What follows belongs to an exercise in optimizing a design on an open flow for small area; a production flow would make more cautious choices. The RTL was checked by simulation tests, not by an equivalence proof against the original design. Power is estimated from default activity; no workload was simulated.

==> run B <==
==> flow/design.v (excerpt) <==
module sdm_cic_decim #(
    parameter int unsigned CH         = 4,
    parameter int unsigned ORDER      = 4,
    parameter int unsigned DECIM_LOG2 = 6,
    parameter int unsigned OUT_W      = 16
) (
    input  logic                  clk,
    input  logic                  rst,
    input  logic                  sync_clr,
    input  logic                  valid_in,
    input  logic [CH-1:0]         din,
    output logic                  dout_valid,
    input  logic                  dout_ready,
    output logic [CH*OUT_W-1:0]   dout,
    output logic                  overrun
);
make LEC_CHECK=0 ABC_AREA=1 CAP_MARGIN=0 CORE_MARGIN=2 CORE_UTILIZATION=55 CTS_CLUSTER_DIAMETER=100 CTS_CLUSTER_SIZE=30 SLEW_MARGIN=0 finish   # period 10.0 ns
run.sh (not shown) runs the stock make flow with config.mk's settings and CLKGATE_MAP_FILE= SYNTH_SCRIPT=/design/flow/synth_recipe.tcl, a recipe that flattens the netlist after the stock synthesis.
==> run C: changes against run B <==
==> flow/flow/run.sh (new file) <==
#!/bin/bash
# Layout flow: the standard flow (standard.sh), run in three parts so that
#  - floorplan skips its wire-load-model timing repair (REMOVE_ABC_BUFFERS=1);
#    the placement, CTS and global-route repairs still close timing on the
#    placed design, without the floorplan's pessimistic upsizing;
#  - the port buffers are the platform's smallest buffer, buf_1.
# Synthesis is the standard one, unchanged. Each part logs to its own file here.
set -euo pipefail
bash standard.sh synth > synth.log 2>&1
REMOVE_ABC_BUFFERS=1 bash standard.sh floorplan > floorplan.log 2>&1
BUFFER_PORTS_ARGS="-buffer_cell sky130_fd_sc_hd__buf_1" bash standard.sh finish > finish.log 2>&1
==> flow/standard.sh (new file) <==
#!/bin/bash
# synth_recipe.tcl (not shown) runs the flow's synth.tcl, then flattens the netlist and writes it again
# the make line also repeats each setting of config.mk as NAME=value (left out here)
make -C /OpenROAD-flow-scripts/flow DESIGN_CONFIG=/design/flow/config.mk WORK_HOME=/design/flow/orfs CLKGATE_MAP_FILE= SYNTH_SCRIPT=/design/flow/synth_recipe.tcl "${@:-finish}"
removed: flow/run.sh
==> reports/results.tsv <==
stage	metric	value	unit
timing	Slew Viols, Final	9	
outcome	status	complete, but fails checks	
job	Max-cap violations	2	
layout	Finished Layout Cells	3559	
pwr	Reg power frac	55.5	%
outcome	Fail Reasons	max-capacitance violations, max-slew violations	
(the above is from run B)
==> reports/results.tsv <==
stage	metric	value	unit
outcome	status	no timing/DRC/antenna violations	
setup_path	Worst Path Max Fanout	7	
synthesis	Mapped Area	25500	um2
layout	most frequent cells in the layout	nand2_1, dfxtp_1, nor2_1, inv_1, fa_1	
timing	Slew Viols, Final	0	
synthesis	area share of the largest cell type after synthesis	30.4	%
pwr	Reg power frac	55.7	%
setup_path	CP most frequent cell	fa_1	
synthesis	Synth cell types	44	
grt	antenna violations before repair	1	
layout	Finished Layout Cells	3544	
(the above is from run C)

==> inputs of job 4576 <==
Another version of the RTL of sdm_cic_decim (not shown whole).
## sdm_cic_decim
module sdm_cic_decim #(
    parameter int unsigned CH         = 4,
    parameter int unsigned ORDER      = 4,
    parameter int unsigned DECIM_LOG2 = 6,
    parameter int unsigned OUT_W      = 16
) (
    input  logic                  clk,
    input  logic                  rst,
    input  logic                  sync_clr,
    input  logic                  valid_in,
    input  logic [CH-1:0]         din,
    output logic                  dout_valid,
    input  logic                  dout_ready,
    output logic [CH*OUT_W-1:0]   dout,
    output logic                  overrun
);
    function automatic logic [23:0] add24(input logic [23:0] a, input logic [23:0] b);
        logic c;
        c = 1'b0;
        for (int i = 0; i < 24; i++) begin
            add24[i] = a[i] ^ b[i] ^ c;
            c = (a[i] & b[i]) | (a[i] & c) | (b[i] & c);
        end
    endfunction
    localparam int unsigned LAT = 5;
    logic [LAT-1:0] r_vd;             
    logic [CH-1:0]  r_dd [LAT];       
    logic [5:0]     r_rc;             
    logic [2:0]     r_warm;
    logic          w_cap;
    logic [CH-1:0] w_b;
    assign w_cap = r_vd[LAT-1] && (r_rc == 6'd0);
  ...
export LEC_CHECK = 0
export ABC_AREA = 1
export CAP_MARGIN = 10
export CORE_MARGIN = 2
export CORE_UTILIZATION = 55
export CTS_CLUSTER_DIAMETER = 100
export CTS_CLUSTER_SIZE = 25
export SLEW_MARGIN = 10
create_clock -name core_clock -period 10.0 [get_ports {clk}]
standard.sh (not shown) runs the stock make flow with config.mk's settings and CLKGATE_MAP_FILE= SYNTH_SCRIPT=/design/flow/synth_recipe.tcl, a recipe that flattens the netlist after the stock synthesis.
==> flow/flow/run.sh <==
#!/bin/bash
# Layout flow: the standard flow (standard.sh), run in three parts so that
#  - floorplan skips its wire-load-model timing repair (REMOVE_ABC_BUFFERS=1);
#    the placement, CTS and global-route repairs still close timing on the
#    placed design, without the floorplan's pessimistic upsizing;
#  - the port buffers are the platform's smallest buffer, buf_1.
# Synthesis is the standard one, unchanged. Each part logs to its own file here.
set -euo pipefail
bash standard.sh synth > synth.log 2>&1
REMOVE_ABC_BUFFERS=1 bash standard.sh floorplan > floorplan.log 2>&1
BUFFER_PORTS_ARGS="-buffer_cell sky130_fd_sc_hd__buf_1" bash standard.sh finish > finish.log 2>&1
==> job 156: changes against job 4576 <==
Settings changed: CORE_UTILIZATION 55 to 65.
==> impl_results.html <==
<table>
<tr><th>Metric</th><th>Value</th></tr>
<tr><th colspan="2">Final layout</th></tr>
<tr><td>Register fraction of the total cell area</td><td>37.2%</td></tr>
<tr><td>Portion of the layout cell area used by clock cells</td><td>2.49%</td></tr>
<tr><td>Count of antenna diodes in the layout</td><td>2</td></tr>
<tr><td>Ratio of cells with drive above 1 in the final layout</td><td>5.83%</td></tr>
<tr><th colspan="2">Worst setup path</th></tr>
<tr><td>Reg2Reg Depth</td><td>33</td></tr>
<tr><td>Capture point of the worst reg-to-reg path</td><td>g_ch[0].s0[23]$_DFF_P_</td></tr>
<tr><td>Setup slack on the worst flop-to-flop path</td><td>0.32 ns</td></tr>
<tr><th colspan="2">Placement</th></tr>
<tr><td>Placed inst area</td><td>26400 um^2</td></tr>
<tr><td>GP Congestion</td><td>1.04</td></tr>
<tr><th colspan="2">Route</th></tr>
<tr><td>Via count</td><td>19200</td></tr>
<tr><td>Met1 routed wirelength after detailed routing</td><td>30800 um</td></tr>
<tr><th colspan="2">GRT</th></tr>
<tr><td>Global-route met3 utilization</td><td>7.59%</td></tr>
<tr><td>First-pass GRT wire length</td><td>114000 um</td></tr>
<tr><th colspan="2">Pwr</th></tr>
<tr><td>VDD IR max</td><td>165 uV</td></tr>
<tr><th colspan="2">Run status</th></tr>
<tr><td>Status</td><td>finished clean</td></tr>
</table>
the above is filed under job 4576

==> impl_results.html <==
<table>
<tr><th>Metric</th><th>Value</th></tr>
<tr><th colspan="2">Placement</th></tr>
<tr><td>GP Congestion</td><td>1.02</td></tr>
<tr><th colspan="2">GRT</th></tr>
<tr><td>First-pass GRT wire length</td><td>112000 um</td></tr>
<tr><td>Global-route met3 utilization</td><td>8.49%</td></tr>
<tr><th colspan="2">Pwr</th></tr>
<tr><td>VDD IR max</td><td>207 uV</td></tr>
<tr><th colspan="2">Run status</th></tr>
<tr><td>Status</td><td>finished clean</td></tr>
<tr><th colspan="2">Worst setup path</th></tr>
<tr><td>Setup slack on the worst flop-to-flop path</td><td>0.27 ns</td></tr>
<tr><th colspan="2">Final layout</th></tr>
<tr><td>Portion of the layout cell area used by clock cells</td><td>2.35%</td></tr>
</table>
the above is filed under job 156

[afterwards: timing with drivers on the ports]
The flow's constraints put no driver on any port. The routed layouts listed below were extracted and timed again, unchanged, in two steps.
Step 1: set_driving_cell puts a clkbuf_16 on clk and a buf_2 on each other input, an assumption about the parent block.
Step 2, shift: input delay + t, output delay - t, t = (earliest + latest rising clock arrival at the registers) / 2. This alone moves slack from input paths to output paths.
Three values: no drivers, after step 1, after step 2; two values: the first two.
run	shift t [ns]	slack for setup (ns)	worst register clock-pin slew, ns	worst slew at a driven data input, ns	pins driven straight from the clock port
run B	0.627	0.248 / 0.248 / 0.248	0.12 / 0.12	0.03	1
run C	0.624	0.324 / 0.324 / 0.324	0.12 / 0.12	0.05	1
job 4576	0.653	0.318 / 0.318 / 0.318	0.11 / 0.11	0.03	1
job 156	0.628	0.274 / 0.274 / 0.274	0.11 / 0.11	0.03	1
